From an optimization exercise on the open Yosys and OpenROAD flow, aimed at small area and a short achievable clock period; shortcuts taken in it are not production practice.
The RTL was checked by simulation tests, not by an equivalence proof against the original design.
No activity file was given, so power comes from the tool's default toggle rates.

==> flow/design.v <==
module dma_fifo_hold (
  input  logic en,
  input  logic en_n,
  input  logic d,
  input  logic q,
  output logic y
);
  assign y = (en & d) | (en_n & q);
endmodule
module dma_fifo_aoi222 (
  input  logic a1, a2, b1, b2, c1, c2,
  output logic y
);
  assign y = ~((a1 & a2) | (b1 & b2) | (c1 & c2));
endmodule
module dma_fifo_nand4 (
  input  logic a, b, c, d,
  output logic y
);
  assign y = ~(a & b & c & d);
endmodule
module dma_fifo_nand3 (
  input  logic a, b, c,
  output logic y
);
  assign y = ~(a & b & c);
endmodule
module dma_fifo_nor3 (
  input  logic a, b, c,
  output logic y
);
  assign y = ~(a | b | c);
endmodule
module dma_fifo #(
  parameter int DATA_WIDTH = 32,
  parameter int DEPTH      = 64
) (
  input  logic                    clk,
  input  logic                    rst,
  input  logic                    flush,
  input  logic                    fifo_wen,
  input  logic [DATA_WIDTH-1:0]   fifo_wdata,
  input  logic                    fifo_rden,
  output logic [DATA_WIDTH-1:0]   fifo_rdata,
  output logic                    fifo_is_empty,
  output logic                    fifo_is_full,
  output logic [$clog2(DEPTH):0]  fifo_count,
  output logic                    ovf,
  output logic                    udf
);
  localparam int NGRP = 21;
  logic [DEPTH-1:0][DATA_WIDTH-1:0] mem_q, mem_d;
  logic [3:0]            wp0_q, wp1_q, wp2_q;
  logic [DEPTH-1:0]      rsel_q;
  logic [6:0]            count_q;
  logic                  empty_q, full_q, ovf_q, udf_q;
  logic [DATA_WIDTH-1:0] rdata_q;
  logic                  wr_acc, rd_acc, clr, wr_mem;
  logic [DEPTH-1:0]      wen, wen_n, rsel;
  logic [NGRP:0][DATA_WIDTH-1:0] grp_n;    
  logic [5:0][DATA_WIDTH-1:0]    part;     
  logic [1:0][DATA_WIDTH-1:0]    half_n;   
  logic [DATA_WIDTH-1:0] rd_word;
  assign clr    = rst | flush;
  assign wr_acc = fifo_wen  & ~full_q  & ~flush;
  assign rd_acc = fifo_rden & ~empty_q & ~flush;
  assign wr_mem = fifo_wen & ~full_q;
  assign rsel = rsel_q;
  for (genvar i = 0; i < DEPTH; i++) begin : g_sel
    assign wen[i]   = wr_mem & wp0_q[i % 4] & wp1_q[(i / 4) % 4] & wp2_q[i / 16];
    assign wen_n[i] = ~wen[i];
  end
  for (genvar i = 0; i < DEPTH; i++) begin : g_row
    for (genvar j = 0; j < DATA_WIDTH; j++) begin : g_bit
      dma_fifo_hold u_hold (
        .en(wen[i]), .en_n(wen_n[i]), .d(fifo_wdata[j]), .q(mem_q[i][j]), .y(mem_d[i][j])
      );
    end
  end
  always_ff @(posedge clk) mem_q <= mem_d;
  for (genvar j = 0; j < DATA_WIDTH; j++) begin : g_rd
    for (genvar k = 0; k < NGRP; k++) begin : g_grp
      dma_fifo_aoi222 u_aoi (
        .a1(mem_q[3*k][j]),   .a2(rsel[3*k]),
        .b1(mem_q[3*k+1][j]), .b2(rsel[3*k+1]),
        .c1(mem_q[3*k+2][j]), .c2(rsel[3*k+2]),
        .y(grp_n[k][j])
      );
    end
    assign grp_n[NGRP][j] = ~(mem_q[DEPTH-1][j] & rsel[DEPTH-1]);
    for (genvar k = 0; k < 4; k++) begin : g_n4
      dma_fifo_nand4 u_n4 (
        .a(grp_n[4*k][j]), .b(grp_n[4*k+1][j]), .c(grp_n[4*k+2][j]), .d(grp_n[4*k+3][j]),
        .y(part[k][j])
      );
    end
    for (genvar k = 0; k < 2; k++) begin : g_n3
      dma_fifo_nand3 u_n3 (
        .a(grp_n[16+3*k][j]), .b(grp_n[17+3*k][j]), .c(grp_n[18+3*k][j]),
        .y(part[4+k][j])
      );
    end
    for (genvar k = 0; k < 2; k++) begin : g_o3
      dma_fifo_nor3 u_o3 (
        .a(part[3*k][j]), .b(part[3*k+1][j]), .c(part[3*k+2][j]),
        .y(half_n[k][j])
      );
    end
    assign rd_word[j] = ~(half_n[0][j] & half_n[1][j]);
  end
  always_ff @(posedge clk) begin
    if (clr) begin
      wp0_q   <= 4'b0001;
      wp1_q   <= 4'b0001;
      wp2_q   <= 4'b0001;
      rsel_q  <= {{(DEPTH-1){1'b0}}, 1'b1};
      count_q <= '0;
      empty_q <= 1'b1;
      full_q  <= 1'b0;
      ovf_q   <= 1'b0;
      udf_q   <= 1'b0;
    end else begin
      if (wr_acc) begin
        wp0_q <= {wp0_q[2:0], wp0_q[3]};
        if (wp0_q[3]) begin
          wp1_q <= {wp1_q[2:0], wp1_q[3]};
          if (wp1_q[3]) wp2_q <= {wp2_q[2:0], wp2_q[3]};
        end
      end
      if (rd_acc) rsel_q <= {rsel_q[DEPTH-2:0], rsel_q[DEPTH-1]};
      if (wr_acc & ~rd_acc) count_q <= count_q + 1'b1;
      else if (rd_acc & ~wr_acc) count_q <= count_q - 1'b1;
      empty_q <= ~wr_acc & (empty_q | (rd_acc & (count_q == 7'd1)));
      full_q  <= ~rd_acc & (full_q  | (wr_acc & (count_q == 7'd63)));
      ovf_q   <= ovf_q | (fifo_wen  & full_q);
      udf_q   <= udf_q | (fifo_rden & empty_q);
    end
  end
  always_ff @(posedge clk) begin
    if (rst)         rdata_q <= '0;
    else if (rd_acc) rdata_q <= rd_word;
  end
  assign fifo_rdata    = rdata_q;
  assign fifo_is_empty = empty_q;
  assign fifo_is_full  = full_q;
  assign fifo_count    = count_q;
  assign ovf           = ovf_q;
  assign udf           = udf_q;
endmodule
clock: 4.0 ns
lec_check: 0
cap_margin: 20
core_margin: 2
core_utilization: 50
cts_cluster_diameter: 100
cts_cluster_size: 30
setup_slack_margin: 2.0
slew_margin: 20
synth_hierarchical: 1
synth_minimum_keep_size: 0
tns_end_percent: 10
run.sh (not shown) runs the stock make flow with config.mk's settings and CLKGATE_MAP_FILE= SYNTH_SCRIPT=/design/flow/synth_recipe.tcl, a recipe that flattens the netlist after the stock synthesis.
The baseline passed the timing, design-rule and antenna checks.
Rerun with:
- SETUP_SLACK_MARGIN: 2.0 -> 1.0
- TNS_END_PERCENT: 10 -> not set
=> Maximum frequency decreases by a little under a tenth; first-iteration DRC count decreases by roughly a tenth; hold slack gets worse by 0.086 ns; routed wire length decreases by a few percent; cell area decreases by a few percent; global-route usage decreases by 1.1 points; sequential power is about the same; setup slack gets worse by 0.23 ns.

-- port drivers added, routing unchanged --
How much do the figures lean on ideal ports? The routed layouts below were timed once more, with nothing changed but the port constraints. Step 1: set_driving_cell puts a clkbuf_16 on clk and a buf_2 on each other input, an assumption about the parent block. Step 2 adds t to the input delays and takes it off the output delays; t is the mean of the earliest and latest rising clock arrival at the registers after step 1. Input paths then give back, and output paths get back, about the clock's delay inside the block. Three values: ideal, step 1, step 2; two values: the first two.
run | t (ns) | slack for setup (ns) | slew at the worst register clock pin (ns)
the first run | 0.824 | 1.204 / 1.204 / 0.873 | 0.12 / 0.12
the second run | 0.826 | 0.972 / 0.972 / 0.429 | 0.12 / 0.12
After both steps setup and hold are still met in every run listed. The setup slack of the second run, which loses most, moves by 0.000 ns with the drivers and by -0.543 ns with both steps.
